Context: an optimization exercise on an open-source flow, tuned for small area. The choices shown serve that exercise and are no tape-out recipe. At most, simulation tests tie the RTL to the original design; equivalence was not proved. For runs 1 to 4, only the layout was checked, not whether the RTL still works. Power figures rest on the tool's default switching activity, not on a simulated workload.

==> flow/design.v <==
`timescale 1ns/1ps
`default_nettype none
module vis_accumulator (
  input  logic        vis_clock,
  input  logic        vis_reset,
  input  logic        rst_d,       
  input  logic        frame_end,   
  input  logic        sig_valid_i,
  input  logic [3:0]  sig_idata_i,
  input  logic [3:0]  sig_qdata_i,
  input  logic [5:0]  pend,        
  input  logic [5:0]  sel,         
  output logic [11:0] word_o       
);
  localparam logic [11:0] BASE_A = {2'd2, 2'd1, 2'd1, 2'd0, 2'd0, 2'd0};
  localparam logic [11:0] BASE_B = {2'd3, 2'd3, 2'd2, 2'd3, 2'd2, 2'd1};
  logic [5:0] inc_f;
  logic [5:0] inc_g;
  logic [5:0] cnt_f [6];
  logic [5:0] cnt_g [6];
  logic [3:0] x;
  assign x = sig_idata_i ^ sig_qdata_i;
  always_comb begin
    for (int k = 0; k < 6; k++) begin
      logic ai, aq, bi, bq, bw;
      ai = sig_idata_i[BASE_A[2*k +: 2]];
      aq = sig_qdata_i[BASE_A[2*k +: 2]];
      bi = sig_idata_i[BASE_B[2*k +: 2]];
      bq = sig_qdata_i[BASE_B[2*k +: 2]];
      bw = !x[BASE_A[2*k +: 2]] && x[BASE_B[2*k +: 2]];   
      inc_f[k] = sig_valid_i && !(aq ^ bq ^ bw);
      inc_g[k] = sig_valid_i && (ai ^ bi ^ bw);
    end
  end
  genvar gk;
  generate
    for (gk = 0; gk < 6; gk++) begin : g_base
      localparam int PW = (gk == 5) ? 4 : 3;
      logic [PW-1:0] pnd_f;
      logic [PW-1:0] pnd_g;
      logic          take;
      logic          hold;
      assign take = sel[gk] || rst_d;
      assign hold = pend[gk] && !sel[gk];
      always_ff @(posedge vis_clock) begin
        cnt_f[gk] <= (take ? 6'(pnd_f) : cnt_f[gk]) + 6'(inc_f[gk] && !hold);
        cnt_g[gk] <= (take ? 6'(pnd_g) : cnt_g[gk]) + 6'(inc_g[gk] && !hold);
        if (vis_reset || frame_end) begin
          pnd_f <= '0;
          pnd_g <= '0;
        end else begin
          pnd_f <= pnd_f + PW'(inc_f[gk] && pend[gk]);
          pnd_g <= pnd_g + PW'(inc_g[gk] && pend[gk]);
        end
      end
    end
  endgenerate
  always_comb begin
    word_o = '0;
    for (int k = 0; k < 6; k++) begin
      word_o = word_o | ({cnt_f[k], cnt_g[k]} & {12{sel[k]}});
    end
  end
endmodule
`default_nettype wire
`timescale 1ns/1ps
`default_nettype none
module vis_fifo #(
  parameter int W = 13
) (
  input  logic        vis_clock,
  input  logic        vis_reset,
  input  logic        wr_i,
  input  logic [W-1:0] word_i,
  input  logic        ready_i,
  output logic        valid_o,
  output logic [W-1:0] word_o,     
  output logic        overflow_o
);
  logic [W-1:0] sh [9];
  logic [3:0]  count;
  logic        full;
  logic        push;
  logic        pop;
  assign full    = count[3];   
  assign valid_o = (count != 4'd0);
  assign push    = wr_i && !full;
  assign pop     = valid_o && ready_i;
  assign word_o  = sh[count];
  always_ff @(posedge vis_clock) begin
    if (push) begin
      sh[0] <= word_i;
      for (int i = 1; i < 9; i++) sh[i] <= sh[i-1];
    end
  end
  always_ff @(posedge vis_clock) begin
    if (vis_reset) begin
      count      <= '0;
      overflow_o <= 1'b0;
    end else begin
      count <= count + 4'(push) - 4'(pop);
      if (wr_i && full) overflow_o <= 1'b1;
    end
  end
endmodule
`default_nettype wire
`timescale 1ns/1ps
`default_nettype none
module byte_serializer (
  input  logic        vis_clock,
  input  logic        vis_reset,
  input  logic        valid_i,
  input  logic [12:0] word_i,
  input  logic        m_tready_i,
  output logic        ready_o,
  output logic        m_tvalid_o,
  output logic [7:0]  m_tdata_o,
  output logic        m_tlast_o
);
  logic        busy;
  logic [2:0]  idx;
  logic [11:0] sw;
  logic        slast;
  logic [6:0]  dv;
  assign ready_o = !busy;
  always_ff @(posedge vis_clock) begin
    if (vis_reset) begin
      busy <= 1'b0;
      idx  <= '0;
    end else if (valid_i && !busy) begin
      busy <= 1'b1;
      idx  <= '0;
    end else if (busy && m_tready_i) begin
      idx <= idx + 1'b1;
      if (idx == 3'd7) busy <= 1'b0;
    end
  end
  assign {sw, slast} = word_i;
  logic [6:0] sum;
  assign sum = {1'b0, sw[11:6]} + ({1'b0, sw[5:0]} ^ {7{idx[2]}}) + 7'(idx[2]);
  assign dv  = idx[2] ? sum : {sum[6:5] - 2'd1, sum[4:0]};
  assign m_tvalid_o = busy;
  assign m_tdata_o  = (idx[1:0] == 2'd0) ? {dv, 1'b0} : {8{dv[6]}};
  assign m_tlast_o  = busy && slast && (idx == 3'd7);
endmodule
`default_nettype wire
`timescale 1ns/1ps
`default_nettype none
module toy_correlator (
  input  logic       vis_clock,
  input  logic       vis_reset,
  input  logic       sig_valid_i,
  input  logic [3:0] sig_idata_i,
  input  logic [3:0] sig_qdata_i,
  input  logic       m_tready_i,
  output logic       vis_start_o,
  output logic       vis_frame_o,
  output logic       m_tvalid_o,
  output logic [7:0] m_tdata_o,
  output logic       m_tlast_o,
  output logic       vis_overflow_o
);
  logic [2:0] wcnt;      
  logic [1:0] blk;       
  logic       rst_d;     
  logic       block_done;
  logic       frame_end;
  assign block_done = sig_valid_i && (wcnt == 3'd7);
  assign frame_end  = block_done && (blk == 2'd3) && !vis_reset;
  always_ff @(posedge vis_clock) begin
    rst_d <= vis_reset;
    if (vis_reset) begin
      wcnt        <= '0;
      blk         <= '0;
      vis_start_o <= 1'b0;
      vis_frame_o <= 1'b0;
    end else begin
      if (sig_valid_i) wcnt <= wcnt + 1'b1;
      if (block_done) blk <= blk + 1'b1;
      vis_start_o <= block_done && !vis_frame_o;
      if (block_done) vis_frame_o <= 1'b1;
    end
  end
  logic [6:0] pend;
  logic [2:0] ph;
  logic       strobe;
  logic [5:0] sel;
  logic       wr;
  assign strobe = pend[6] && (ph == 3'd1);
  assign wr     = strobe && !pend[0];
  always_comb begin
    for (int k = 0; k < 6; k++) sel[k] = strobe && pend[k+1] && !pend[k];
  end
  always_ff @(posedge vis_clock) begin
    ph <= frame_end ? 3'd0 : ph + 1'b1;
    if (vis_reset) begin
      pend <= '0;
    end else if (frame_end) begin
      pend <= '1;
    end else if (strobe) begin
      pend <= {pend[5:0], 1'b0};
    end
  end
  logic [11:0] acc_word;
  logic [10:0] acc_code;
  logic        q_valid;
  logic        q_ready;
  logic [11:0] q_code;
  logic [12:0] q_word;
  logic        x5, y5;
  logic [4:0]  ca, cb;
  assign x5       = acc_word[11];
  assign y5       = acc_word[5];
  assign acc_code = (x5 || y5) ? {1'b1, x5, y5, 3'b000, (y5 && !x5) ? acc_word[10:6] : acc_word[4:0]}
                               : {1'b0, acc_word[10:6], acc_word[4:0]};
  assign {ca, cb} = q_code[10:1];
  assign q_word   = q_code[11] ? {ca[4], ca[4] ? 5'd0 : cb, ca[3], ca[3] ? 5'd0 : cb, q_code[0]}
                               : {1'b0, ca, 1'b0, cb, q_code[0]};
  vis_accumulator u_accum (
    .vis_clock   (vis_clock),
    .vis_reset   (vis_reset),
    .rst_d       (rst_d),
    .frame_end   (frame_end),
    .sig_valid_i (sig_valid_i),
    .sig_idata_i (sig_idata_i),
    .sig_qdata_i (sig_qdata_i),
    .pend        (pend[6:1]),
    .sel         (sel),
    .word_o      (acc_word)
  );
  vis_fifo #(.W(12)) u_fifo (
    .vis_clock  (vis_clock),
    .vis_reset  (vis_reset),
    .wr_i       (wr),
    .word_i     ({acc_code, sel[5]}),
    .ready_i    (q_ready),
    .valid_o    (q_valid),
    .word_o     (q_code),
    .overflow_o (vis_overflow_o)
  );
  byte_serializer u_serializer (
    .vis_clock  (vis_clock),
    .vis_reset  (vis_reset),
    .valid_i    (q_valid),
    .word_i     (q_word),
    .m_tready_i (m_tready_i),
    .ready_o    (q_ready),
    .m_tvalid_o (m_tvalid_o),
    .m_tdata_o  (m_tdata_o),
    .m_tlast_o  (m_tlast_o)
  );
endmodule
`default_nettype wire
==> flow/run.sh <==
#!/bin/bash
# synth_recipe.tcl (not shown) runs the flow's synth.tcl, then flattens the netlist and writes it again
# the make line also repeats each setting of config.mk as NAME=value (left out here)
make -C /OpenROAD-flow-scripts/flow DESIGN_CONFIG=/design/flow/config.mk WORK_HOME=/design/flow/orfs CLKGATE_MAP_FILE= SYNTH_SCRIPT=/design/flow/synth_recipe.tcl finish
==> flow/config.mk <==
export PLATFORM = sky130hd
export DESIGN_NAME = toy_correlator
export DESIGN_NICKNAME = toy_correlator
export VERILOG_FILES = /design/flow/design.v
export SDC_FILE = /design/flow/constraint.sdc
export NUM_CORES = 4
export LEC_CHECK = 0
export ABC_AREA = 1
export CAP_MARGIN = 20
export CORE_MARGIN = 2
export CORE_UTILIZATION = 70
export CTS_BUF_LIST = sky130_fd_sc_hd__clkbuf_16
export CTS_CLUSTER_DIAMETER = 100
export CTS_CLUSTER_SIZE = 30
export SLEW_MARGIN = 20
==> flow/constraint.sdc <==
create_clock -name core_clock -period 6.0 [get_ports {vis_clock}]
set_input_delay 1.2000 -clock core_clock [delete_from_list [all_inputs] [get_ports {vis_clock}]]
set_output_delay 1.2000 -clock core_clock [all_outputs]
set_load 0.01 [all_outputs]
==> reports/metrics.csv, run 1 <==
metric;value;unit
timing_worst_setup_path_type;flop to output pin;
cp-end-kind;output pin;
required;4.80;ns
critPathTopFamily;compound AO/OA/AOI/OAI gates;
synthArstFlopShare;0;%
whs_path_depth;0;
fin_crit_sh;95.59;%
clockBufferDepth;3;
first_iter_violations;779;
drc_errors;0;
design_area;12380;sq um
ys_types;59;
switching_share;37.18;%
setup_violations;0;
fill_cells;1079;
seq_area_frac_synth;52.12;%
cts.sinks;245;
clkSlewWorstSetupHoldPaths;0.12;ns
max_clock_freq;0.1743;GHz
combPwrFrac;46.5;%
yosys.area.top_type;edfxtp_1;
postSynthAreaPerCell;9.570;sq um
hold_class;flop to flop;
drt-pass1-iter-count;6;
status;finished clean;
drv_cap;0;
gr-total-overflow;0;
wl_per_cell;16.67;um
yosys-top-cells-area;edfxtp_1, dfxtp_1, ha_1;
grtUsageTotal;27.30;%
cts_tree;built;
p_clk_share;18.0;%
htree_levels;1;
cp_slowest_cell;clkdlybuf4s50_1;
cts_inserted_buffers;12;
powerDensity;414.9;nW/um^2
dp_cells;1415;
p_leak;4.912;nW
yosysTopAreaCellShare;28.24;%
place_hpwl;17380;um
grt_max_degree;78;
p_switching;1.909;mW
initial_utilization;72.03;%
nets;1304;
report.final.slew_viol_count;0;
rr_startpoint;ph[0];
io_buffers;24;
instances_no_fill;1443;
ys_warn_count;7;
dieHeight;132.1;um
synth_flop_cell;dfxtp_1;
ioPinCount;25;
crit_chain;inv_1 > ha_2 > nand3_1 > clkinvlp_4 > buf_4 > buf_4 > a22o_1 > a221oi_1 > nand3_1 > o21ai_0 > o22ai_1 > ha_1 > a21oi_2 > nor2_1 > a211oi_2 > nand2_1 > nand2_2 > nand3_2 > nand2_2 > nand3_4 > nand2_1 > clkdlybuf4s50_1;
start_kind;flop;
ant_nets;0;
worstRegToRegCells;15;
diodes;0;
pwr-share-seq;35.5;%
min-delay-start;u_fifo.sh[3][10];
grt_pass1_wl;38430;um
antenna_found_initial;0;
syn_to_final_growth;7.780;%
rows;46;
postSynthCellCount;1200;
skew;0.04083;ns
fin_total_pwr;5.135;mW
vias;8214;
cp.buffers_inverters;5;
synth_most_common_cell;nand2_1;
ir_drop;0.0008488;V
cp_max_fo;12;
chipWidth;132.1;um
clk_latency;0.49;ns
drive_gt1_share;8.150;%
postPlaceCellArea;11880;sq um
p_int;3.226;mW
avgViaCountPerCell;5.692;
synth_enable_flop_cells;108;
period_needed;5.736;ns
synth_common_cells;nand2_1, inv_1, dfxtp_1;
gp_congestion;0.9192;
r2r-end;u_accum.cnt_g[1][4];
path_depth;22;
slew-limit-headroom;38.38;%
grt_pass1_vias;7879;
synth_nets;1282;
totalWireLength;24060;um
critPathMaxStageDelay;0.54;ns
finalHoldViolations;0;
core-area;15940;sq um
min_to;u_fifo.sh[4][10];
clock-root-buffer;clkbuf_16;
crit_arrival;4.54;ns
synthesis.area;11480;sq um
ys_ff_latch;245;
tightest_slew;0.9244;ns
r2r_slack;2.70;ns
cts.hold.buffers_added;0;
die_area;17450;sq um
-- worst max path at each step --
stage / startpoint / end / slack, ns
2_1_floorplan: ph[0] / u_fifo.count[2] / 1.41
3_3_place_gp: u_fifo.count[3] / m_tdata_o[4] / 0.54
3_5_place_dp: u_fifo.count[3] / m_tdata_o[3] / 0.38
4_1_cts: u_fifo.count[3] / m_tdata_o[3] / 0.13
5_1_grt: u_fifo.count[3] / m_tdata_o[3] / -0.09
6_report: u_fifo.count[3] / m_tdata_o[3] / 0.26
-- cells in the final DEF, fill, tap and decap left out, types with 35 or more instances in the layout --
cell type / n
a21oi_1: 35
nand2_1: 161
edfxtp_1: 108
nor2_1: 134
o21ai_0: 67
nand3_1: 56
xor2_1: 38
xnor2_1: 37
inv_1: 153
ha_1: 64
dfxtp_1: 136
-- layout make-up --
type	count	area [sq um]	share of cell area, %
well taps	216	270.3	2.184
multi-input cells	766	4790	38.70
clock inverters	6	48.80	0.3943
repair buffers	39	350.3	2.831
clock buffers	13	325.3	2.628
flip-flops and latches	245	5989	48.39
inverters	158	603.1	4.873
-- stage by stage --
stage | util (%) | setup TNS, ns | setup slack [ns] | hold WS [ns]
detailed placement | 74.50 | 0 | 0.3752 | 0.4325
global placement | 74.50 | 0 | 0.5429 | 0.4285
CTS | 76.93 | 0 | 0.1294 | 0.4575
floorplan | - | 0 | 1.407 | 0.4179
global route | 77.63 | -0.4519 | -0.09066 | 0.4658
finish | 77.63 | 0 | 0.2643 | 0.4537
-- power groups by stage --
| stage | logic, mW | clock network [mW] | registers, mW |
|---|---|---|---|
| 2_1_floorplan | 1.54 | 0 | 1.85 |
| 3_3_place_gp | 2.15 | 0 | 1.86 |
| 3_5_place_dp | 2.24 | 0 | 1.86 |
| 4_1_cts | 2.26 | 0.930 | 1.82 |
| 5_1_grt | 2.66 | 0.986 | 1.83 |
| 6_report | 2.39 | 0.923 | 1.82 |
-- registers in the layout (all words and copies together), names as in the netlist --
register              count
u_fifo.count              4
u_accum.g_base.pnd_g     19
rst_d                     1
u_accum.cnt_g            36
wcnt                      3
vis_start_o               1
ph                        3
u_serializer.busy         1
pend                      7
u_accum.cnt_f            36
u_serializer.idx          3
u_fifo.overflow_o         1
vis_frame_o               1
u_fifo.sh               108
u_accum.g_base.pnd_f     19
blk                       2
-- cell families (layout without fill, tap and decap cells) --
| logic type | count (synthesis) | in the layout | share of synthesized area [%] |
|---|---|---|---|
| simple gates | 440 | 441 | 17.86 |
| flops | 245 | 245 | 52.12 |
| buf+inv | 190 | 216 | 6.788 |
| compound gates | 174 | 174 | 9.218 |
| xor+xnor | 75 | 75 | 5.720 |
| fa+ha+maj | 70 | 70 | 7.758 |
| mux | 6 | 6 | 0.5339 |
-- timing repair --
action                     CTS  global route
resized for setup            3            13
pin swaps                    0             3
buffers inserted             0             8
hold endpoints to repair     0             0
setup endpoints to repair    8             8
cloned                       0             1
-- per-layer routing --
metal	wire length [um]	global-route usage [%]	up-vias
met5	0	0	-
li1	-	-	4067
met3	1105	3.422	68
met4	1197	12.20	0
met2	11620	46.99	231
met1	10130	34.72	3848
==> run 2: changes to the inputs <==
==> flow/flow/run.sh (new file) <==
#!/bin/bash
# Standard layout, with the smallest buffer on each port
set -euo pipefail
export BUFFER_PORTS_ARGS="-buffer_cell sky130_fd_sc_hd__buf_1"
bash standard.sh > standard.log 2>&1
==> flow/standard.sh (new file) <==
#!/bin/bash
# synth_recipe.tcl (not shown) runs the flow's synth.tcl, then flattens the netlist and writes it again
# the make line also repeats each setting of config.mk as NAME=value (left out here)
make -C /OpenROAD-flow-scripts/flow DESIGN_CONFIG=/design/flow/config.mk WORK_HOME=/design/flow/orfs CLKGATE_MAP_FILE= SYNTH_SCRIPT=/design/flow/synth_recipe.tcl "${@:-finish}"
removed: flow/run.sh
==> reports/metrics.csv, run 2 <==
metric;value;unit;change
ant_nets;0;;unchanged
pre_cts_ws;0.7822;ns;+0.4070 ns
vias;8142;;-0.88%
htree_levels;1;;unchanged
report.final.slew_viol_count;0;;unchanged
path_depth;21;;-4.5%
chipWidth;132.1;um;unchanged
postPlaceCellArea;11730;sq um;-1.3%
crit_arrival;4.33;ns;-0.21 ns
rows;46;;unchanged
whs;0.4417;ns;-0.01194 ns
largest_reg_flops;108;;unchanged
tightest_slew;0.8825;ns;-0.04188 ns
crit_chain;inv_1 > ha_1 > nand3_1 > inv_1 > nand2_1 > nand2_1 > nor2_1 > nand3_2 > nand3_2 > xor2_1 > inv_1 > o21ai_0 > ha_1 > a21oi_1 > nor2_1 > a211oi_1 > nand3_1 > nand4_2 > nand3_4 > nand2_1 > buf_1;;
yosysTopAreaCellShare;28.24;%;unchanged
tns;0;ns;unchanged
first_iter_violations;725;;-6.9%
ys_ff_latch;245;;unchanged
fin_total_pwr;4.734;mW;-7.8%
io_buffers;24;;unchanged
top_regs;u_fifo.sh (108), u_accum.cnt_f (36), u_accum.cnt_g (36);;
start_kind;flop;;
critPathTopFamily;simple AND/OR/NAND/NOR gates;;
postSynthCellCount;1200;;unchanged
cp_slowest_cell;ha_1;;
synth_flop_cell;dfxtp_1;;
grt_pass1_vias;7915;;+0.46%
clock-root-buffer;clkbuf_16;;
synth_enable_flop_cells;108;;unchanged
place_hpwl;17290;um;-0.49%
required;4.80;ns;about the same
cp-end-kind;output pin;;
status;finished clean;;
whs_path_depth;0;;unchanged
gp_congestion;0.8891;;-3.3%
powerDensity;390.9;nW/um^2;-5.8%
clkSlewWorstSetupHoldPaths;0.11;ns;about the same
ioPinCount;25;;unchanged
critPathMaxStageDelay;0.43;ns;-0.11 ns
gr-total-overflow;0;;unchanged
design_area;12110;sq um;-2.1%
ys_warn_count;7;;unchanged
clockBufferDepth;3;;unchanged
synth_common_cells;nand2_1, inv_1, dfxtp_1;;
layout_common_cells;nand2_1, inv_1, dfxtp_1;;
cp.buffers_inverters;4;;-1
period_needed;5.528;ns;-0.2081 ns
rsz0062_at_grt;no;;
drc_errors;0;;unchanged
seq_area_frac_synth;52.12;%;unchanged
wl_per_cell;16.18;um;-2.9%
p_leak;4.805;nW;-2.2%
skew;0.02889;ns;-0.01194 ns
antenna_found_initial;0;;unchanged
yosys.area.top_type;edfxtp_1;;
ir_drop;0.0006546;V;-23%
hold_class;flop to flop;;
postSynthAreaPerCell;9.570;sq um;unchanged
synth_nets;1282;;unchanged
cts.sinks;245;;unchanged
grt_pass1_wl;38520;um;+0.23%
synth_most_common_cell;nand2_1;;
cp_max_fo;12;;unchanged
slew-limit-headroom;41.17;%;+2.8 points
grt_max_degree;75;;-3.8%
max_clock_freq;0.1809;GHz;+3.8%
setup_violations;0;;unchanged
drv_cap;0;;unchanged
timing_worst_setup_path_type;flop to output pin;;
cts_inserted_buffers;12;;unchanged
yosys-top-cells-area;edfxtp_1, dfxtp_1, ha_1;;
initial_utilization;72.03;%;unchanged
cts_tree;built;;
top_register;u_fifo.sh;;
grtUsageTotal;27.11;%;-0.19 points
ys_types;59;;unchanged
finalHoldViolations;0;;unchanged
drt-pass1-iter-count;6;;unchanged
totalWireLength;23230;um;-3.5%
worstRegToRegCells;14;;-1
core-area;15940;sq um;unchanged
synthesis.area;11480;sq um;unchanged
syn_to_final_growth;5.481;%;
fin_crit_sh;92.13;%;-3.5 points
setup_ws;0.4724;ns;+0.2081 ns
clk_latency;0.49;ns;about the same
synthArstFlopShare;0;%;unchanged
layout_commonest_cell;nand2_1;;
dieHeight;132.1;um;unchanged
avgViaCountPerCell;5.674;;-0.32%
die_area;17450;sq um;unchanged
diodes;0;;unchanged
drive_gt1_share;6.809;%;-1.3 points
nets;1295;;-0.69%
==> run 2: layout make-up <==
| class | count | area, sq um |
|---|---|---|
| Sequential cell | 245 | 5986 |
| Fill cell | 1165 | 3830 |
| Inverter | 158 | 599.3 |
| Multi-Input combinational cell | 765 | 4742 |
| Tap cell | 216 | 270.3 |
| Clock inverter | 7 | 47.55 |
| Clock buffer | 13 | 325.3 |
| Timing Repair Buffer | 31 | 142.6 |
==> run 2: stage by stage <==
stage / cells / utilization, %
after floorplan: 1200 / -
after detailed placement: 1415 / 73.56
after global placement: 1415 / 73.56
after global routing: 1435 / 75.98
after CTS: 1435 / 75.90
final: 1435 / 75.98
==> run 2: kinds of logic after synthesis <==
group / share of synthesized area (%)
AO/OA/AOI/OAI: 9.218
XOR/XNOR: 5.720
adder cells (fa/ha/maj): 7.758
buffers and inverters: 6.788
flip-flops: 52.12
multiplexers: 0.5339
AND/OR/NAND/NOR: 17.86
==> run 2: metal layers <==
layer | vias to the layer above | global-route usage [%] | part of all wire (%) | routed length, um
met5 | - | 0 | 0 | 0
met4 | 0 | 12.68 | 4.6 | 1072
met3 | 60 | 3.383 | 4.8 | 1105
met2 | 247 | 45.89 | 48 | 11130
met1 | 3783 | 34.91 | 43 | 9913
li1 | 4052 | - | - | -
==> run 2: path summary, 6_finish.rpt <==
| kind | slack (ns) | from | end |
|---|---|---|---|
| max | 0.47 | u_fifo.count[3] | m_tdata_o[4] |
| min reg2reg | 0.44 | u_fifo.sh[7][4] | u_fifo.sh[8][4] |
| max reg2reg | 2.82 | ph[0] | u_accum.cnt_f[1][5] |
| min | 0.44 | u_fifo.sh[7][4] | u_fifo.sh[8][4] |
==> run 2: power breakdown <==
group	total [mW]	leakage (nW)	internal [mW]	switching [mW]
Combinational	1.98	2.56	0.722	1.26
Clock	0.930	0.201	0.408	0.522
Sequential	1.82	2.04	1.78	0.0402
Total	4.73	4.80	2.91	1.82
==> run 2: repair_timing <==
action,4_1_cts,5_1_grt
hold buffers,0,0
buffers inserted,0,0
setup endpoints to repair,0,8
resized for setup,0,3
==> run 3: changes to the inputs <==
--- a/flow/config.mk
+++ b/flow/config.mk
@@ -5,7 +5,6 @@
 export SDC_FILE = /design/flow/constraint.sdc
 export NUM_CORES = 4
 export LEC_CHECK = 0
-export ABC_AREA = 1
 export CAP_MARGIN = 20
 export CORE_MARGIN = 2
 export CORE_UTILIZATION = 70
==> reports/metrics.csv, run 3 <==
metric;value;unit;change
drt-pass1-iter-count;5;;-1
switching_share;36.33;%;-2.2 points
yosys.area.top_type;edfxtp_1;;
drc_errors;0;;unchanged
postPlaceCellArea;11720;sq um;about the same
postSynthAreaPerCell;10.64;sq um;+11%
totalWireLength;24710;um;+6.4%
syn_to_final_growth;7.233;%;
skew;0.03768;ns;+0.008790 ns
cts.sinks;245;;unchanged
ys_ff_latch;245;;unchanged
design_area;12260;sq um;+1.2%
wl_per_cell;18.93;um;+17%
top_regs;u_fifo.sh (108), u_accum.cnt_f (36), u_accum.cnt_g (36);;
status;finished clean;;
largest_reg_flops;108;;unchanged
synth_nets;1157;;-9.8%
nets;1165;;-10%
grt_pass1_vias;7370;;-6.9%
clock-root-buffer;clkbuf_16;;
required;4.80;ns;about the same
layout_commonest_cell;nand2_1;;
chipWidth;131.8;um;-0.20%
dieHeight;131.8;um;-0.20%
tightest_slew;0.9682;ns;+0.08568 ns
gr-total-overflow;0;;unchanged
cp-end-kind;output pin;;
p_switching;1.725;mW;-5.4%
grt_max_degree;81;;+8.0%
clk_latency;0.49;ns;about the same
fin_crit_sh;95.29;%;+3.2 points
max_clock_freq;0.1749;GHz;-3.3%
grt_pass1_wl;39370;um;+2.2%
fill_cells;1095;;-6.0%
pwr-share-seq;38.6;%;about the same
finalHoldViolations;0;;unchanged
hold_class;flop to flop;;
yosys-top-cells-area;edfxtp_1, dfxtp_1, ha_1;;
ioPinCount;25;;unchanged
vias;7965;;-2.2%
ant_nets;0;;unchanged
initial_utilization;71.72;%;-0.31 points
report.final.slew_viol_count;0;;unchanged
ys_warn_count;7;;unchanged
synth_most_common_cell;nand2_1;;
setup_violations;0;;unchanged
synth_common_cells;nand2_1, dfxtp_1, edfxtp_1;;
seq_area_frac_synth;52.35;%;+0.22 points
htree_levels;1;;unchanged
die_area;17370;sq um;-0.41%
cp_max_fo;7;;-5
gp_congestion;0.9096;;+2.3%
whs;0.4565;ns;+0.01479 ns
synth_flop_cell;dfxtp_1;;
ir_drop;0.0003903;V;-40%
antenna_found_initial;0;;unchanged
p_leak;4.915;nW;+2.3%
postSynthCellCount;1075;;-10%
clkSlewWorstSetupHoldPaths;0.11;ns;about the same
yosysTopAreaCellShare;28.36;%;+0.12 points
place_hpwl;18040;um;+4.3%
p_int;3.024;mW;+3.9%
powerDensity;387.3;nW/um^2;-0.92%
ys_types;68;;+15%
diodes;0;;unchanged
crit_arrival;4.52;ns;+0.19 ns
synthesis.area;11430;sq um;-0.42%
avgViaCountPerCell;6.103;;+7.6%
start_kind;flop;;
drv_cap;0;;unchanged
slew-limit-headroom;35.46;%;-5.7 points
combPwrFrac;41.9;%;about the same
tns;0;ns;unchanged
cts_inserted_buffers;12;;unchanged
p_clk_share;19.5;%;about the same
synthArstFlopShare;0;%;unchanged
synth_enable_flop_cells;108;;unchanged
drive_gt1_share;7.163;%;+0.35 points
grtUsageTotal;28.49;%;+1.4 points
top_register;u_fifo.sh;;
rows;46;;unchanged
layout_common_cells;nand2_1, dfxtp_1, edfxtp_1;;
period_needed;5.717;ns;+0.1897 ns
clockBufferDepth;3;;unchanged
core-area;15940;sq um;unchanged
cts_tree;built;;
timing_worst_setup_path_type;flop to output pin;;
first_iter_violations;756;;+4.3%
io_buffers;24;;unchanged
run 3: cell types whose count changed after synthesis, moves of 14 or more:
cell	before	now
nor2_1	134	101
inv_1	149	26
clkbuf_1	14	37
o211ai_1	4	19
and2_1	1	26
o21ai_0	69	30
a22oi_1	2	33
mux2i_1	5	38
nand3_1	56	35
nand2_1	161	143
nand4_1	20	6
run 3: layer usage:
metal	wire [um]	part of all wire [%]	GRT usage, %
met1	11090	45	40.84
met2	11640	47	47.21
met3	1317	5.3	2.807
met4	665	2.7	7.307
met5	0	0	0
run 3: final cells by class:
cell class	count	area [sq um]	area share, %
multi-input combinational	753	5264	42.93
clock buffer	13	325.3	2.653
sequential	245	5992	48.87
tap	216	270.3	2.204
inverter	27	101.3	0.8265
timing repair buffer	44	256.5	2.092
clock inverter	7	52.55	0.4286
run 3: critical path, cell delays in order (launching register included):
cell and delay [ns]:
dfxtp_1 0.36, inv_2 0.12, ha_4 0.18, nor3b_4 0.32, a211oi_4 0.08, buf_4 0.15, nor4b_4 0.37, o21bai_4 0.21
nand2_1 0.13, o22ai_2 0.14, inv_1 0.08, fa_1 0.45, nor2b_1 0.12, o21ai_0 0.11, a21oi_1 0.19, o21ai_0 0.09
nand2b_1 0.15, nor3b_1 0.07, o21ai_1 0.18, nand3_2 0.16, a2bb2oi_1 0.19, buf_1 0.16
run 3: worst paths after layout:
path | startpoint | end | slack [ns] | cells past startpoint
hold / removal | pend[0] | pend[0] | 0.46 | 2
setup reg to reg | ph[0] | u_accum.cnt_f[0][4] | 2.22 | 12
hold reg to reg | pend[0] | pend[0] | 0.46 | 2
setup / recovery | u_fifo.count[2] | m_tdata_o[1] | 0.28 | 21
run 3: timing repair:
item,4_1_cts,5_1_grt
hold endpoints to repair,0,0
setup endpoints to repair,0,8
setup buffers,0,6
hold buffers,0,0
resized for setup,0,22
run 3: power groups by stage:
stage               logic [mW]  clock network (mW)  registers [mW]
detailed placement        1.79                   0            1.86
finish                    1.99               0.927            1.83
global route              2.17               0.996            1.84
global placement          1.76                   0            1.86
CTS                       1.81               0.938            1.82
floorplan                 1.42                   0            1.83
run 3: cell families after synthesis:
group,Yosys count,synth area share (%)
simple gates,375,15.31
flops,245,52.35
compound gates,184,11.52
xor+xnor,78,6.040
buf+inv,77,2.681
fa+ha+maj,70,7.791
mux,46,4.311
run 3: stage by stage:
stage	power [mW]	worst slack [ns]	instances	utilization (%)
after floorplan	3.245	0.8923	1075	-
after global placement	3.622	0.7029	1279	73.45
after detailed placement	3.654	0.5778	1279	73.50
after CTS	4.568	0.02867	1299	75.88
after global routing	5.003	-0.09705	1305	76.91
final	4.749	0.2827	1305	76.91
==> run 4: changes to the inputs <==
--- a/flow/design.v
+++ b/flow/design.v
@@ -18,18 +18,16 @@
   logic [5:0] inc_g;
   logic [5:0] cnt_f [6];
   logic [5:0] cnt_g [6];
-  logic [3:0] x;
-  assign x = sig_idata_i ^ sig_qdata_i;
   always_comb begin
     for (int k = 0; k < 6; k++) begin
-      logic ai, aq, bi, bq, bw;
+      logic ai, aq, bi, bq, e;
       ai = sig_idata_i[BASE_A[2*k +: 2]];
       aq = sig_qdata_i[BASE_A[2*k +: 2]];
       bi = sig_idata_i[BASE_B[2*k +: 2]];
       bq = sig_qdata_i[BASE_B[2*k +: 2]];
-      bw = !x[BASE_A[2*k +: 2]] && x[BASE_B[2*k +: 2]];   
-      inc_f[k] = sig_valid_i && !(aq ^ bq ^ bw);
-      inc_g[k] = sig_valid_i && (ai ^ bi ^ bw);
+      e  = bi ^ bq;
+      inc_f[k] = sig_valid_i && !(bi ^ (e ? ai : aq));
+      inc_g[k] = sig_valid_i && (e ? (aq ^ bq) : (ai ^ bi));
     end
   end
   genvar gk;
==> flow/run.sh (new file) <==
#!/bin/bash
# synth_recipe.tcl (not shown) runs the flow's synth.tcl, then flattens the netlist and writes it again
# the make line also repeats each setting of config.mk as NAME=value (left out here)
make -C /OpenROAD-flow-scripts/flow DESIGN_CONFIG=/design/flow/config.mk WORK_HOME=/design/flow/orfs CLKGATE_MAP_FILE= SYNTH_SCRIPT=/design/flow/synth_recipe.tcl finish
==> flow/config.mk (replaced) <==
export PLATFORM = sky130hd
export DESIGN_NAME = toy_correlator
export DESIGN_NICKNAME = toy_correlator
export VERILOG_FILES = /design/flow/design.v
export SDC_FILE = /design/flow/constraint.sdc
export NUM_CORES = 4
export LEC_CHECK = 0
export ABC_AREA = 1
export CAP_MARGIN = 20
export CORE_MARGIN = 2
export CORE_UTILIZATION = 60
export CTS_BUF_LIST = sky130_fd_sc_hd__clkbuf_16
export CTS_CLUSTER_DIAMETER = 80
export CTS_CLUSTER_SIZE = 28
export SLEW_MARGIN = 20
removed: flow/flow/run.sh
removed: flow/standard.sh
==> reports/metrics.csv, run 4 <==
metric;value;unit;change
status;finished clean;;
vias;8024;;+0.74%
gr-total-overflow;0;;unchanged
fin_crit_sh;94.50;%;-0.78 points
synthesis.area;11480;sq um;+0.44%
cp-end-kind;output pin;;
instances_no_fill;1475;;+13%
hold_class;flop to flop;;
top_register;u_fifo.sh;;
ys_types;55;;-19%
diodes;0;;unchanged
period_needed;5.670;ns;-0.04705 ns
whs_path_depth;0;;-2
r2r-end;u_accum.cnt_f[2][5];;
critPathMaxStageDelay;0.52;ns;+0.07 ns
core-area;18770;sq um;+18%
powerDensity;412.2;nW/um^2;+6.4%
clkSlewWorstSetupHoldPaths;0.11;ns;about the same
synth_nets;1294;;+12%
p_int;3.251;mW;+7.5%
nets;1315;;+13%
pwr-share-seq;35.7;%;-2.9 points
drc_errors;0;;unchanged
finalHoldViolations;0;;unchanged
place_hpwl;17330;um;-3.9%
io_buffers;24;;unchanged
yosys.area.top_type;edfxtp_1;;
slew-limit-headroom;31.39;%;-4.1 points
synth_most_common_cell;nand2_1;;
r2r_slack;3.12;ns;+0.90 ns
yosysTopAreaCellShare;28.24;%;-0.12 points
synth_flop_cell;dfxtp_1;;
p_leak;4.962;nW;+0.97%
postSynthAreaPerCell;9.476;sq um;-11%
p_clk_share;20.4;%;+0.9 points
min_to;u_fifo.sh[3][10];;
cts_inserted_buffers;14;;+2
grt_pass1_wl;38410;um;-2.4%
timing_worst_setup_path_type;flop to output pin;;
p_switching;1.880;mW;+9.0%
critPathTopFamily;simple AND/OR/NAND/NOR gates;;
clk_latency;0.50;ns;about the same
ys_warn_count;7;;unchanged
dieHeight;142.4;um;+8.0%
report.final.slew_viol_count;0;;unchanged
required;4.80;ns;about the same
avgViaCountPerCell;5.440;;-11%
cp_max_fo;22;;+15
antenna_found_initial;0;;unchanged
grt_pass1_vias;7662;;+4.0%
synthArstFlopShare;0;%;unchanged
postSynthCellCount;1212;;+13%
tightest_slew;1.029;ns;+0.06103 ns
clock-root-buffer;clkbuf_16;;
yosys-top-cells-area;edfxtp_1, dfxtp_1, ha_1;;
max_clock_freq;0.1764;GHz;+0.83%
first_iter_violations;525;;-31%
combPwrFrac;43.8;%;+1.9 points
gp_congestion;0.9139;;+0.47%
cts_tree;built;;
initial_utilization;61.19;%;-11 points
clockBufferDepth;3;;unchanged
rr_startpoint;ph[0];;
ys_ff_latch;245;;unchanged
seq_area_frac_synth;52.12;%;-0.23 points
die_area;20260;sq um;+17%
crit_chain;inv_1 > ha_1 > inv_1 > nand3_4 > or2_1 > nand3_2 > xor2_1 > inv_1 > o21ai_0 > ha_1 > a21oi_1 > nor2_1 > a211oi_2 > nand3_1 > nand4_2 > nand3_4 > nand2_1 > clkdlybuf4s50_1;;
layout_commonest_cell;nand2_1;;
fill_cells;1547;;+41%
drt-pass1-iter-count;5;;unchanged
crit_top_cell;inv_1;;
dp_cells;1447;;+13%
chipWidth;142.4;um;+8.0%
final_util;66.33;%;-11 points
wl_per_cell;15.87;um;-16%
crit_arrival;4.47;ns;-0.05 ns
ir_drop;0.0003921;V;+0.46%
min-delay-start;u_fifo.sh[2][10];;
start_kind;flop;;
syn_to_final_growth;8.389;%;
worstRegToRegCells;13;;+1
drive_gt1_share;8.541;%;+1.4 points
synth_enable_flop_cells;108;;unchanged
rows;50;;+8.7%
drv_cap;0;;unchanged
cp.buffers_inverters;4;;unchanged
grtUsageTotal;23.87;%;-4.6 points
largest_reg_flops;108;;unchanged
synth_common_cells;nand2_1, inv_1, nor2_1;;
cp_slowest_cell;clkdlybuf4s50_1;;
layout_common_cells;nand2_1, inv_1, nor2_1;;
top_regs;u_fifo.sh (108), u_accum.cnt_f (36), u_accum.cnt_g (36);;
skew;0.02649;ns;-0.01119 ns
setup_violations;0;;unchanged
switching_share;36.63;%;+0.31 points
htree_levels;1;;unchanged
grt_max_degree;88;;+8.6%
ant_nets;0;;unchanged
totalWireLength;23400;um;-5.3%
cts.sinks;245;;unchanged
ioPinCount;25;;unchanged
## run 4: cell count changes in the layout (fill, tap and decap cells not counted), sizes merged, moves of 10 or more
cell,change
xnor2,-10
mux2i,-33
o21ai,+58
inv,+125
nor2,+49
nand4,+12
and2,-26
o211ai,-12
nand3,+41
nand2,+37
buf,-35
a22oi,-31
clkdlybuf4s50,+24
## run 4: worst reg2reg max path: stages (launching register included)
cell and delay, ns:
dfxtp_1 0.37, ha_1 0.15, nand2_1 0.08, nor2_4 0.25
nand2_1 0.17, nor2_2 0.40, nor2_2 0.17, inv_1 0.33
nand2_1 0.08, o21ai_0 0.09, ha_1 0.20, and3_1 0.20
nand3_1 0.12, xor2_1 0.16
## run 4: metal layers
| metal | vias to the layer above | part of all wire (%) | GRT usage [%] |
|---|---|---|---|
| met5 | - | 0 | 0 |
| met4 | 0 | 3.5 | 7.712 |
| met2 | 168 | 47 | 40.27 |
| met3 | 51 | 3.8 | 3.096 |
| li1 | 4123 | - | - |
| met1 | 3682 | 46 | 32.21 |
## run 4: how the worst max path moves through the flow
stage / to / startpoint / cells after the start / slack, ns
floorplan: u_fifo.count[2] / ph[0] / 10 / 1.37
global placement: m_tdata_o[6] / u_fifo.count[0] / 17 / 0.61
detailed placement: m_tdata_o[2] / u_fifo.count[0] / 17 / 0.51
CTS: m_tdata_o[2] / u_fifo.count[3] / 18 / 0.04
global route: m_tdata_o[5] / u_fifo.count[3] / 20 / -0.03
finish: m_tdata_o[2] / u_fifo.count[3] / 18 / 0.33
## run 4: cells by family (layout without fill, tap and decap cells)
group | after synthesis | in the layout | share of synthesized area [%]
AO/OA/AOI/OAI | 183 | 183 | 9.620
XOR/XNOR | 64 | 64 | 4.881
adder cells (fa/ha/maj) | 70 | 70 | 7.757
buffers and inverters | 185 | 214 | 6.689
flip-flops | 245 | 245 | 52.12
multiplexers | 5 | 5 | 0.4358
AND/OR/NAND/NOR | 460 | 460 | 18.50
## run 4: final cells by class
| class | instances | area (sq um) | share of cell area (%) |
|---|---|---|---|
| repair buffers | 33 | 320.3 | 2.573 |
| inverters | 156 | 598.1 | 4.805 |
| repair inverters | 1 | 7.507 | 0.06031 |
| multi-input cells | 782 | 4780 | 38.40 |
| well taps | 234 | 292.8 | 2.352 |
| clock inverters | 9 | 85.08 | 0.6835 |
| flip-flops and latches | 245 | 5989 | 48.12 |
| clock buffers | 15 | 375.4 | 3.015 |
## run 4: what timing repair did
action	4_1_cts	5_1_grt
gates cloned	0	1
hold buffers	0	0
setup buffers	0	3
pin swaps	0	1
setup endpoints to repair	6	8
gates resized for setup	1	11
## run 4: metrics by stage
stage / setup TNS, ns / worst slack, ns / cell area (sq um) / hold slack [ns] / total power, mW
4_1_cts: 0 / 0.04238 / 12360 / 0.4546 / 5.104
3_5_place_dp: 0 / 0.5101 / 11900 / 0.4351 / 4.058
6_report: 0 / 0.3298 / 12450 / 0.4526 / 5.131
3_3_place_gp: 0 / 0.6066 / 11900 / 0.4291 / 4.022
2_1_floorplan: 0 / 1.375 / 11500 / 0.4179 / 3.387
5_1_grt: -0.07544 / -0.03246 / 12450 / 0.4688 / 5.490
## run 4: power by group through the flow
stage,sequential [mW],combinational [mW],clock (mW)
after floorplan,1.84,1.55,0
after global placement,1.87,2.16,0
after detailed placement,1.87,2.19,0
after CTS,1.83,2.20,1.07
after global routing,1.84,2.53,1.13
final,1.83,2.25,1.05
==> run 5: changes to the inputs <==
--- a/flow/design.v
+++ b/flow/design.v
@@ -18,16 +18,18 @@
   logic [5:0] inc_g;
   logic [5:0] cnt_f [6];
   logic [5:0] cnt_g [6];
+  logic [3:0] x;
+  assign x = sig_idata_i ^ sig_qdata_i;
   always_comb begin
     for (int k = 0; k < 6; k++) begin
-      logic ai, aq, bi, bq, e;
+      logic ai, aq, bi, bq, bw;
       ai = sig_idata_i[BASE_A[2*k +: 2]];
       aq = sig_qdata_i[BASE_A[2*k +: 2]];
       bi = sig_idata_i[BASE_B[2*k +: 2]];
       bq = sig_qdata_i[BASE_B[2*k +: 2]];
-      e  = bi ^ bq;
-      inc_f[k] = sig_valid_i && !(bi ^ (e ? ai : aq));
-      inc_g[k] = sig_valid_i && (e ? (aq ^ bq) : (ai ^ bi));
+      bw = !x[BASE_A[2*k +: 2]] && x[BASE_B[2*k +: 2]];   
+      inc_f[k] = sig_valid_i && !(aq ^ bq ^ bw);
+      inc_g[k] = sig_valid_i && (ai ^ bi ^ bw);
     end
   end
   genvar gk;
@@ -63,19 +65,17 @@
 `default_nettype wire
 `timescale 1ns/1ps
 `default_nettype none
-module vis_fifo #(
-  parameter int W = 13
-) (
+module vis_fifo (
   input  logic        vis_clock,
   input  logic        vis_reset,
   input  logic        wr_i,
-  input  logic [W-1:0] word_i,
+  input  logic [12:0] word_i,
   input  logic        ready_i,
   output logic        valid_o,
-  output logic [W-1:0] word_o,     
+  output logic [12:0] word_o,     
   output logic        overflow_o
 );
-  logic [W-1:0] sh [9];
+  logic [12:0] sh [9];
   logic [3:0]  count;
   logic        full;
   logic        push;
@@ -200,20 +200,9 @@
     end
   end
   logic [11:0] acc_word;
-  logic [10:0] acc_code;
   logic        q_valid;
   logic        q_ready;
-  logic [11:0] q_code;
   logic [12:0] q_word;
-  logic        x5, y5;
-  logic [4:0]  ca, cb;
-  assign x5       = acc_word[11];
-  assign y5       = acc_word[5];
-  assign acc_code = (x5 || y5) ? {1'b1, x5, y5, 3'b000, (y5 && !x5) ? acc_word[10:6] : acc_word[4:0]}
-                               : {1'b0, acc_word[10:6], acc_word[4:0]};
-  assign {ca, cb} = q_code[10:1];
-  assign q_word   = q_code[11] ? {ca[4], ca[4] ? 5'd0 : cb, ca[3], ca[3] ? 5'd0 : cb, q_code[0]}
-                               : {1'b0, ca, 1'b0, cb, q_code[0]};
   vis_accumulator u_accum (
     .vis_clock   (vis_clock),
     .vis_reset   (vis_reset),
@@ -226,14 +215,14 @@
     .sel         (sel),
     .word_o      (acc_word)
   );
-  vis_fifo #(.W(12)) u_fifo (
+  vis_fifo u_fifo (
     .vis_clock  (vis_clock),
     .vis_reset  (vis_reset),
     .wr_i       (wr),
-    .word_i     ({acc_code, sel[5]}),
+    .word_i     ({acc_word, sel[5]}),
     .ready_i    (q_ready),
     .valid_o    (q_valid),
-    .word_o     (q_code),
+    .word_o     (q_word),
     .overflow_o (vis_overflow_o)
   );
   byte_serializer u_serializer (
==> flow/flow/run.sh (new file) <==
#!/bin/bash
# Own synthesis (flow/synth.tcl: the standard one with an area-oriented ABC
# mapping), then the standard layout from the synthesized netlist, with the
# smallest buffer on each port and a clock tree without dummy loads.
set -euo pipefail
W=$(pwd)
export OWN_ABC_SCRIPT="$W/flow/area.abc"
export BUFFER_PORTS_ARGS="-buffer_cell sky130_fd_sc_hd__buf_1"
export CTS_ARGS="-sink_clustering_enable -repair_clock_nets -sink_clustering_size 16 -sink_clustering_max_diameter 60 -buf_list sky130_fd_sc_hd__clkbuf_8 -dont_use_dummy_load"
sed -e "s#SYNTH_SCRIPT=[^ ]*#SYNTH_SCRIPT=$W/flow/synth.tcl#" standard.sh > own_synth.sh
bash own_synth.sh synth > synth.log 2>&1
bash standard.sh > standard.log 2>&1
==> flow/flow/area.abc (new file) <==
&get -n
&st
&dch
&nf -R 1000 -p -F 8 -A 4
&put
mfs2
&get -n
&st
&dch
&nf -R 1000 -p -F 8 -A 4
&put
mfs2
&get -n
&st
&dch
&nf -R 1000 -p -F 8 -A 4
&put
==> flow/flow/synth.tcl (new file) <==
# synth_recipe.tcl (the standard synthesis), with the final ABC mapping run for
# area and the arithmetic left to ABC instead of fixed half/full-adder cells.
# Flip-flops are mapped before ABC runs, so the registers, their names and
# cell types are those of the standard synthesis.
proc synth {args} { yosys synth -nofsm -noshare {*}$args }
proc extract_fa {args} { }
proc abc {args} {
  foreach o {-script -D} {
    set i [lsearch -exact $args $o]
    if { $i >= 0 } { set args [lreplace $args $i [expr {$i + 1}]] }
  }
  yosys abc {*}$args -script $::env(OWN_ABC_SCRIPT)
}
source $::env(SCRIPTS_DIR)/synth.tcl
# left out here: clear keep_hierarchy, flatten, clean up, hide names made inside functions, write 1_2_yosys.v
==> flow/standard.sh (new file) <==
#!/bin/bash
# synth_recipe.tcl (not shown) runs the flow's synth.tcl, then flattens the netlist and writes it again
# the make line also repeats each setting of config.mk as NAME=value (left out here)
make -C /OpenROAD-flow-scripts/flow DESIGN_CONFIG=/design/flow/config.mk WORK_HOME=/design/flow/orfs CLKGATE_MAP_FILE= SYNTH_SCRIPT=/design/flow/synth_recipe.tcl "${@:-finish}"
==> flow/config.mk (replaced) <==
export PLATFORM = sky130hd
export DESIGN_NAME = toy_correlator
export DESIGN_NICKNAME = toy_correlator
export VERILOG_FILES = /design/flow/design.v
export SDC_FILE = /design/flow/constraint.sdc
export NUM_CORES = 4
export LEC_CHECK = 0
export CAP_MARGIN = 20
export CORE_MARGIN = 2
export CORE_UTILIZATION = 70
export SLEW_MARGIN = 20
removed: flow/run.sh
==> reports/metrics.csv, run 5 <==
metric;value;unit;change
ys_ff_latch;254;;+3.7%
ir_drop;0.0002103;V;-46%
critPathMaxStageDelay;0.41;ns;-0.11 ns
max_clock_freq;0.1740;GHz;-1.3%
top_regs;u_fifo.sh (117), u_accum.cnt_f (36), u_accum.cnt_g (36);;
fin_crit_sh;95.77;%;+1.3 points
final_util;77.29;%;+11 points
gp_congestion;0.8902;;-2.6%
drc_errors;0;;unchanged
syn_to_final_growth;8.762;%;
crit_arrival;4.55;ns;+0.08 ns
ant_nets;0;;unchanged
grtUsageTotal;29.69;%;+5.8 points
clk_latency;0.55;ns;+0.05 ns
cp-end-kind;output pin;;
min-delay-start;vis_frame_o;;
grt_pass1_wl;37200;um;-3.2%
grt_pass1_vias;7262;;-5.2%
clkSlewWorstSetupHoldPaths;0.10;ns;about the same
start_kind;flop;;
crit_chain;nor3_4 > and2_1 > buf_6 > nor2_1 > buf_4 > a222oi_1 > nand3_1 > a21oi_1 > xnor2_1 > maj3_1 > clkinv_1 > maj3_1 > a21oi_2 > xnor2_1 > nor2_1 > xnor2_2 > nand2_2 > o21ai_1 > clkbuf_2;;
synth_nets;905;;-30%
clockBufferDepth;3;;unchanged
synth_common_cells;dfxtp_1, edfxtp_1, nor2_1;;
setup_violations;0;;unchanged
cts.hold.buffers_added;0;;unchanged
powerDensity;344.5;nW/um^2;-16%
fill_cells;927;;-40%
drive_gt1_share;6.839;%;-1.7 points
tightest_slew;1.051;ns;+0.02161 ns
synthArstFlopShare;0;%;unchanged
synth_enable_flop_cells;117;;+8.3%
chipWidth;124.8;um;-12%
avgViaCountPerCell;6.591;;+21%
wl_per_cell;20.46;um;+29%
first_iter_violations;989;;+88%
place_hpwl;16690;um;-3.7%
rr_startpoint;ph[1];;
drt-pass1-iter-count;12;;+7
skew;0.04846;ns;+0.02197 ns
cp_max_fo;11;;-50%
yosys.area.top_type;edfxtp_1;;
antenna_found_initial;0;;unchanged
ys_types;34;;-38%
clock-root-buffer;clkbuf_8;;
yosysTopAreaCellShare;34.41;%;+6.2 points
nets;979;;-26%
grt_max_degree;92;;+4.5%
postSynthAreaPerCell;11.43;sq um;+21%
instances_no_fill;1149;;-22%
synth_flop_cell;dfxtp_1;;
diodes;0;;unchanged
largest_reg_flops;117;;+8.3%
dieHeight;124.8;um;-12%
cts.sinks;254;;+3.7%
synth_most_common_cell;dfxtp_1;;
io_buffers;24;;unchanged
ioPinCount;25;;unchanged
cp_slowest_cell;dfxtp_4;;
slew-limit-headroom;29.69;%;-1.7 points
layout_commonest_cell;dfxtp_1;;
top_register;u_fifo.sh;;
required;4.80;ns;about the same
seq_area_frac_synth;61.27;%;+9.1 points
totalWireLength;23510;um;+0.45%
dp_cells;1125;;-22%
initial_utilization;71.06;%;+9.9 points
gr-total-overflow;0;;unchanged
cts_tree;built;;
yosys-top-cells-area;edfxtp_1, dfxtp_1, xor2_1;;
layout_common_cells;dfxtp_1, edfxtp_1, nor2_1;;
htree_levels;1;;unchanged
ys_warn_count;7;;unchanged
p_leak;3.873;nW;-22%
report.final.slew_viol_count;0;;unchanged
vias;7573;;-5.6%
status;finished clean;;
finalHoldViolations;0;;unchanged
timing_worst_setup_path_type;flop to output pin;;
synthesis.area;10210;sq um;-11%
rows;44;;-12%
die_area;15570;sq um;-23%
cp-startpoint;u_fifo.count[2];;
hold_class;flop to flop;;
postSynthCellCount;893;;-26%
cts_inserted_buffers;20;;+6
core-area;14370;sq um;-23%
period_needed;5.746;ns;+0.07599 ns
drv_cap;0;;unchanged
==> run 5: cell types whose count changed in the layout (fill, tap and decap cells not counted), moves of 24 or more <==
cell	before	now
mux2i_1	5	39
a22oi_1	2	33
nand2_1	170	67
a222oi_1	0	30
nor2_1	140	90
inv_1	143	0
clkdlybuf4s50_1	24	0
nor3_1	2	35
ha_1	66	0
o21ai_0	85	31
==> run 5: logic make-up (layout without fill, tap and decap cells) <==
| family | count (synthesis) | in the layout | synth area share, % |
|---|---|---|---|
| adder cells (fa/ha/maj) | 3 | 3 | 0.2941 |
| XOR/XNOR | 85 | 85 | 7.291 |
| AO/OA/AOI/OAI | 170 | 170 | 11.35 |
| flip-flops | 254 | 254 | 61.27 |
| multiplexers | 39 | 39 | 3.823 |
| buffers and inverters | 6 | 78 | 0.2205 |
| AND/OR/NAND/NOR | 336 | 336 | 15.76 |
==> run 5: repair_timing <==
action                                  in CTS  in global routing
endpoints found under the setup margin       7                  8
buffers inserted                             0                  4
gates resized for setup                      4                 21
pin swaps                                    0                  6
==> run 5: where the power goes <==
part	switching (mW)	leakage, nW	total (mW)	internal, mW
Sequential	0.0720	2.22	1.92	1.85
Clock	0.504	0.144	0.804	0.300
Combinational	0.653	1.51	1.10	0.446
Total	1.23	3.87	3.83	2.60
==> run 5: worst max-delay path: cells and delay by family (launching register included) <==
kind	cells	cell delay (ns)
simple gates	6	1.05
compound gates	4	0.91
flops	1	0.41
buf+inv	4	0.58
fa+ha+maj	2	0.64
xor+xnor	3	0.43
==> run 5: final timing paths <==
kind | slack [ns] | to | cells past startpoint
setup / recovery | 0.25 | m_tdata_o[6] | 19
hold / removal | 0.45 | vis_start_o | 1
setup reg to reg | 2.29 | u_accum.cnt_f[2][4] | 12
hold reg to reg | 0.45 | vis_start_o | 1
==> run 5: final cells by class <==
class / count / area (sq um) / area share, %
Clock buffer: 20 / 275.3 / 2.479
Inverter: 6 / 26.28 / 0.2366
Multi-Input combinational cell: 633 / 3994 / 35.96
Sequential cell: 254 / 6269 / 56.44
Tap cell: 184 / 230.2 / 2.073
Timing Repair Buffer: 52 / 311.5 / 2.805
==> run 5: per-layer routing <==
metal	GRT usage (%)	routed length [um]	part of all wire, %	vias to the layer above
met5	0	0	0	-
met4	13.28	1156	4.9	0
met3	4.467	1641	7.0	89
met2	51.04	11720	50	365
met1	37.42	8996	38	3626
li1	-	-	-	3493
==> run 5: per-stage QoR <==
step / hold WS, ns / TNS (ns) / setup slack, ns / cell area (sq um) / total power, mW
after floorplan: 0.4252 / 0 / 0.7685 / 10220 / 2.614
after global placement: 0.4270 / 0 / 0.8606 / 10720 / 2.846
after detailed placement: 0.4366 / 0 / 0.4252 / 10720 / 2.936
after CTS: 0.4496 / 0 / 0.02291 / 11020 / 3.725
after global routing: 0.4690 / -0.08065 / -0.02921 / 11110 / 3.991
final: 0.4537 / 0 / 0.2538 / 11110 / 3.826
==> run 6: changes to the inputs <==
==> flow/flow/area.abc (replaced) <==
&get -n
&st
&dch
&nf -R 1000 -p -F 8 -A 4
&put
&get -n
&st
&dch
&nf -R 1000 -p -F 8 -A 4
&put
&get -n
&st
&dch
&nf -R 1000 -p -F 8 -A 4
&put
--- a/flow/config.mk
+++ b/flow/config.mk
@@ -5,7 +5,7 @@
 export SDC_FILE = /design/flow/constraint.sdc
 export NUM_CORES = 4
 export LEC_CHECK = 0
-export CAP_MARGIN = 20
+export CAP_MARGIN = 0
 export CORE_MARGIN = 2
 export CORE_UTILIZATION = 70
-export SLEW_MARGIN = 20
+export SLEW_MARGIN = 0
==> reports/metrics.csv, run 6 <==
metric;value;unit;change
max_clock_freq;0.1734;GHz;-0.36%
ioPinCount;25;;unchanged
hold_class;flop to flop;;
ys_ff_latch;254;;unchanged
totalWireLength;23260;um;-1.1%
synth_most_common_cell;dfxtp_1;;
first_iter_violations;1023;;+3.4%
p_switching;1.129;mW;-8.1%
synth_enable_flop_cells;117;;unchanged
cts_inserted_buffers;20;;unchanged
drc_errors;0;;unchanged
status;finished clean;;
clkSlewWorstSetupHoldPaths;0.10;ns;about the same
cts_tree;built;;
crit_arrival;4.57;ns;+0.02 ns
io_buffers;24;;unchanged
min-delay-start;u_fifo.sh[7][9];;
pwr-share-seq;51.7;%;+1.4 points
yosysTopAreaCellShare;34.66;%;+0.25 points
postSynthCellCount;866;;-3.0%
ys_warn_count;7;;unchanged
wl_per_cell;20.84;um;+1.9%
gp_congestion;0.9842;;+11%
tightest_slew;1.237;ns;+0.1862 ns
antenna_found_initial;0;;unchanged
gr-total-overflow;0;;unchanged
finalHoldViolations;0;;unchanged
drv_cap;0;;unchanged
seq_area_frac_synth;61.72;%;+0.45 points
top_register;u_fifo.sh;;
htree_levels;1;;unchanged
clk_latency;0.53;ns;-0.02 ns
yosys-top-cells-area;edfxtp_1, dfxtp_1, mux2i_1;;
slew-limit-headroom;17.23;%;-12 points
whs_path_depth;0;;-1
grt_pass1_wl;36480;um;-1.9%
setup_violations;0;;unchanged
rr_startpoint;pend[6];;
start_kind;flop;;
ys_types;33;;-2.9%
ir_drop;0.0001863;V;-11%
grt_pass1_vias;7218;;-0.61%
required;4.80;ns;about the same
period_needed;5.767;ns;+0.02079 ns
grt_max_degree;89;;-3.3%
cp_max_fo;13;;+2
synth_nets;878;;-3.0%
fin_total_pwr;3.676;mW;-3.9%
drt-pass1-iter-count;9;;-3
drive_gt1_share;6.090;%;-0.75 points
p_int;2.547;mW;-1.9%
fin_crit_sh;96.12;%;+0.35 points
vias;7465;;-1.4%
final_util;78.42;%;+1.1 points
powerDensity;335.1;nW/um^2;-2.7%
grtUsageTotal;29.23;%;-0.47 points
postPlaceCellArea;10650;sq um;-0.68%
dieHeight;124.3;um;-0.36%
p_clk_share;21.9;%;+0.9 points
timing_worst_setup_path_type;flop to output pin;;
layout_commonest_cell;dfxtp_1;;
skew;0.05150;ns;+0.003041 ns
design_area;10970;sq um;-1.2%
r2r-end;u_accum.cnt_g[5][5];;
min_to;u_fifo.sh[8][9];;
tns;0;ns;unchanged
initial_utilization;72.46;%;+1.4 points
postSynthAreaPerCell;11.70;sq um;+2.4%
synthesis.area;10140;sq um;-0.74%
chipWidth;124.3;um;-0.36%
multi_input_area;3913;sq um;-2.0%
report.final.slew_viol_count;0;;unchanged
synth_flop_cell;dfxtp_1;;
r2r_slack;2.47;ns;+0.18 ns
ff_latch_area;6260;sq um;-0.14%
cts.hold.buffers_added;0;;unchanged
cts.sinks;254;;unchanged
worstRegToRegCells;9;;-3
die_area;15460;sq um;-0.71%
clockBufferDepth;3;;unchanged
synthArstFlopShare;0;%;unchanged
clock-root-buffer;clkbuf_8;;
whs;0.4484;ns;-0.005261 ns
layout_common_cells;dfxtp_1, edfxtp_1, a21oi_1;;
syn_to_final_growth;8.222;%;
synth_common_cells;dfxtp_1, edfxtp_1, a21oi_1;;
switching_share;30.72;%;-1.4 points
place_hpwl;16540;um;-0.87%
nets;950;;-3.0%
ant_nets;0;;unchanged
largest_reg_flops;117;;unchanged
rows;43;;-2.3%
avgViaCountPerCell;6.689;;+1.5%
core-area;13990;sq um;-2.6%
p_leak;3.793;nW;-2.1%
diodes;0;;unchanged
yosys.area.top_type;edfxtp_1;;
cp-end-kind;output pin;;
top_regs;u_fifo.sh (117), u_accum.cnt_f (36), u_accum.cnt_g (36);;
fill_cells;890;;-4.0%
combPwrFrac;26.4;%;-2.3 points
[run 6: changes by cell type after synthesis, sizes merged, moves of 10 or more]
| cell | before | now |
|---|---|---|
| nor3b | 15 | 3 |
| nand3 | 53 | 36 |
| xor2 | 54 | 44 |
| nor2 | 91 | 59 |
| a22oi | 33 | 23 |
| a21oi | 47 | 75 |
[run 6: worst max-delay path by stage]
| stage | from | end | slack [ns] | cells past startpoint |
|---|---|---|---|---|
| finish | u_fifo.count[1] | m_tdata_o[6] | 0.23 | 16 |
| global route | u_fifo.count[3] | m_tdata_o[6] | -0.02 | 15 |
| CTS | u_fifo.count[0] | m_tdata_o[6] | 0.02 | 17 |
| detailed placement | u_fifo.count[0] | m_tdata_o[6] | 0.59 | 17 |
| global placement | u_fifo.count[0] | m_tdata_o[1] | 0.91 | 16 |
| floorplan | u_fifo.count[2] | m_tdata_o[1] | 0.56 | 15 |
[run 6: routing by layer]
layer	vias to the layer above	global-route usage [%]	wire [um]
li1	3460	-	-
met2	380	49.82	11640
met4	0	13.42	1114
met3	88	4.424	1641
met1	3537	37.05	8863
met5	-	0	0
[run 6: final cells by class]
| class | instances | share of cell area [%] |
|---|---|---|
| multi-input combinational | 609 | 35.67 |
| tap | 180 | 2.053 |
| inverter | 3 | 0.1027 |
| clock buffer | 20 | 2.509 |
| sequential | 254 | 57.07 |
| timing repair buffer | 50 | 2.601 |
[run 6: cells by family after synthesis]
family	synth area share (%)
AO/OA/AOI/OAI	14.70
XOR/XNOR	6.654
adder cells (fa/ha/maj)	0.2963
buffers and inverters	0.1111
flip-flops	61.72
multiplexers	3.851
AND/OR/NAND/NOR	12.67
[run 6: worst max-delay path, cell delays in order, from the launching register on]
cell and delay [ns]:
dfxtp_2 0.44, nand2b_1 0.16, nor3_1 0.05, buf_4 0.20, a222oi_1 0.30, nand3_1 0.11, a221o_1 0.33, mux2i_1 0.19
maj3_1 0.43, maj3_1 0.42, a21oi_2 0.20, o21ai_0 0.17, maj3_1 0.43, xnor2_2 0.18, nand2_2 0.12, o21ai_0 0.13
buf_1 0.18
[run 6: power by group through the flow]
stage | sequential, mW | clock, mW | combinational [mW]
after floorplan | 1.92 | 0 | 0.645
after global placement | 1.93 | 0 | 0.840
after detailed placement | 1.93 | 0 | 0.894
after CTS | 1.89 | 0.815 | 0.898
after global routing | 1.90 | 0.879 | 1.05
final | 1.90 | 0.806 | 0.971
[run 6: through the flow]
| step | std cells | setup slack, ns |
|---|---|---|
| final | 1116 | 0.2330 |
| after detailed placement | 1095 | 0.5895 |
| after floorplan | 866 | 0.5632 |
| after global routing | 1116 | -0.01698 |
| after global placement | 1095 | 0.9103 |
| after CTS | 1115 | 0.01530 |
[run 6: what timing repair did]
| item | CTS | global route |
|---|---|---|
| gates resized for setup | 0 | 10 |
| setup buffers | 0 | 1 |
| endpoints found under the setup margin | 0 | 7 |
==> run 7: changes to the inputs <==
--- a/flow/design.v
+++ b/flow/design.v
@@ -75,7 +75,7 @@
   output logic [12:0] word_o,     
   output logic        overflow_o
 );
-  logic [12:0] sh [9];
+  logic [12:0] sh [8];
   logic [3:0]  count;
   logic        full;
   logic        push;
@@ -84,11 +84,11 @@
   assign valid_o = (count != 4'd0);
   assign push    = wr_i && !full;
   assign pop     = valid_o && ready_i;
-  assign word_o  = sh[count];
+  assign word_o  = sh[3'(count - 1'b1)];
   always_ff @(posedge vis_clock) begin
     if (push) begin
       sh[0] <= word_i;
-      for (int i = 1; i < 9; i++) sh[i] <= sh[i-1];
+      for (int i = 1; i < 8; i++) sh[i] <= sh[i-1];
     end
   end
   always_ff @(posedge vis_clock) begin
@@ -133,7 +133,9 @@
       if (idx == 3'd7) busy <= 1'b0;
     end
   end
-  assign {sw, slast} = word_i;
+  always_ff @(posedge vis_clock) begin
+    if (valid_i && !busy) {sw, slast} <= word_i;
+  end
   logic [6:0] sum;
   assign sum = {1'b0, sw[11:6]} + ({1'b0, sw[5:0]} ^ {7{idx[2]}}) + 7'(idx[2]);
   assign dv  = idx[2] ? sum : {sum[6:5] - 2'd1, sum[4:0]};
==> reports/metrics.csv, run 7 <==
metric;value;unit;change
drt-pass1-iter-count;8;;-1
cts_inserted_buffers;19;;-5.0%
ioPinCount;25;;unchanged
crit_chain;xor2_1 > xnor2_1 > or2_0 > nand2_1 > maj3_1 > maj3_1 > maj3_1 > maj3_1 > xnor2_1 > nand2_1 > o21ai_0 > buf_1;;
fin_total_pwr;3.557;mW;-3.2%
gp_congestion;0.8787;;-11%
drive_gt1_share;3.622;%;-2.5 points
cts.hold.buffers_added;0;;unchanged
tns;0;ns;unchanged
critPathTopFamily;adder cells;;
grt_pass1_vias;7000;;-3.0%
top_register;u_fifo.sh;;
drv_cap;0;;unchanged
ys_types;35;;+6.1%
p_leak;3.731;nW;-1.6%
design_area;10740;sq um;-2.1%
htree_levels;1;;unchanged
synthesis.area;10060;sq um;-0.73%
pre_cts_ws;1.224;ns;+0.6347 ns
cts_resized;0;;unchanged
required;4.80;ns;about the same
report.final.slew_viol_count;0;;unchanged
cp_slowest_cell;dfxtp_1;;
ys_warn_count;7;;unchanged
synth_common_cells;dfxtp_1, edfxtp_1, a21oi_1;;
first_iter_violations;902;;-12%
ant_nets;0;;unchanged
crit_top_cell;maj3_1;;
ys_ff_latch;254;;unchanged
grt_pass1_wl;34420;um;-5.7%
die_area;15350;sq um;-0.70%
drc_errors;0;;unchanged
chipWidth;123.9;um;-0.35%
wl_per_cell;19.75;um;-5.2%
synth_flop_cell;dfxtp_1;;
slew-limit-headroom;9.223;%;-8.0 points
grtUsageTotal;28.87;%;-0.36 points
cts.sinks;254;;unchanged
period_needed;5.297;ns;-0.4705 ns
status;finished clean;;
clkSlewWorstSetupHoldPaths;0.09;ns;about the same
grt_max_degree;75;;-16%
dp_cells;1072;;-2.1%
synth_most_common_cell;dfxtp_1;;
critPathMaxStageDelay;0.62;ns;+0.18 ns
powerDensity;331.2;nW/um^2;-1.2%
setup_ws;0.7035;ns;+0.4705 ns
layout_common_cells;dfxtp_1, edfxtp_1, a21oi_1;;
synth-xor-area-share;6.354;%;-0.30 points
antenna_found_initial;0;;unchanged
synth_top_family_by_area;compound AO/OA/AOI/OAI gates;;
start_kind;flop;;
cp_max_fo;11;;-2
clk_latency;0.52;ns;about the same
totalWireLength;21550;um;-7.4%
layout_commonest_cell;dfxtp_1;;
dieHeight;123.9;um;-0.35%
place_hpwl;15250;um;-7.8%
synthArstFlopShare;0;%;unchanged
skew;0.02165;ns;-0.02985 ns
vias;7224;;-3.2%
gr-total-overflow;0;;unchanged
cp-end-kind;output pin;;
tightest_slew;1.362;ns;+0.1247 ns
clock-root-buffer;clkbuf_8;;
synth_compound_area_share;14.13;%;-0.58 points
postSynthCellCount;856;;-1.2%
avgViaCountPerCell;6.621;;-1.0%
instances_no_fill;1091;;-2.2%
clockBufferDepth;3;;unchanged
ir_drop;0.0001993;V;+6.9%
-- run 7: changes by cell type after synthesis, moves of 4 or more --
cell	before	now
nor2_1	59	51
nor3_1	36	31
a22o_1	0	6
a31oi_1	9	4
nand2_1	66	72
a21oi_1	75	79
a222oi_1	36	30
xnor2_1	33	28
-- run 7: logic make-up after synthesis --
kind of cell               after synthesis
xor gates and xnor gates                73
adders and majority gates                4
AOI/OAI and AO/OA                      214
buffers and inverters                    1
muxes                                   39
and+or+nand+nor                        271
DFF                                    254
-- run 7: path summary, 6_finish.rpt --
kind         slack (ns)  depth (start not counted)             endpoint
max                0.70                         12         m_tdata_o[4]
min                0.45                          1          vis_start_o
max reg2reg        2.28                         10  u_accum.cnt_f[0][5]
min reg2reg        0.45                          1          vis_start_o
-- run 7: through the flow --
stage	hold slack [ns]	utilization, %
6_report	0.4510	77.09
5_1_grt	0.4604	77.09
4_1_cts	0.4475	77.09
3_5_place_dp	0.4342	75.21
3_3_place_gp	0.4288	75.21
2_1_floorplan	0.4252	-
-- run 7: area by class of cell --
type	instances	area, sq um
flip-flops and latches	254	6256
repair buffers	36	180.2
well taps	180	225.2
clock buffers	19	261.5
inverters	1	3.754
fillers	910	3193
multi-input cells	601	3815
-- run 7: report_power, final --
| part | internal (mW) | switching [mW] | total (mW) |
|---|---|---|---|
| Clock | 0.286 | 0.491 | 0.777 |
| Combinational | 0.306 | 0.465 | 0.771 |
| Sequential | 1.92 | 0.0845 | 2.01 |
-- run 7: metal layers --
metal,track usage (%),vias up,part of all wire (%)
li1,-,3375,-
met1,35.13,3525,40
met2,52.54,271,52
met3,4.029,53,5.6
met4,10.11,0,2.8
met5,0,-,0

separate check: timing with driven ports:
How much do the figures lean on ideal ports? The routed layouts below were timed once more, with nothing changed but the port constraints.
Step 1, drivers: a clkbuf_16 drives vis_clock and a buf_2 each remaining input, both assumed.
Step 2 also shifts input and output timing later by t, the mid clock arrival at the registers, as if the neighbouring blocks saw the same clock.
Three values: ideal, step 1, step 2; two values: the first two.
run	shift t [ns]	setup WS [ns]
run 1	0.510	0.264 / 0.222 / 0.732
run 2	0.523	0.472 / 0.427 / 0.950
run 3	0.514	0.283 / 0.243 / 0.756
run 4	0.534	0.330 / 0.283 / 0.818
run 5	0.558	0.254 / 0.216 / 0.775
run 6	0.543	0.233 / 0.196 / 0.739
run 7	0.550	0.703 / 0.659 / 1.209
After both steps every run listed still meets setup and hold.
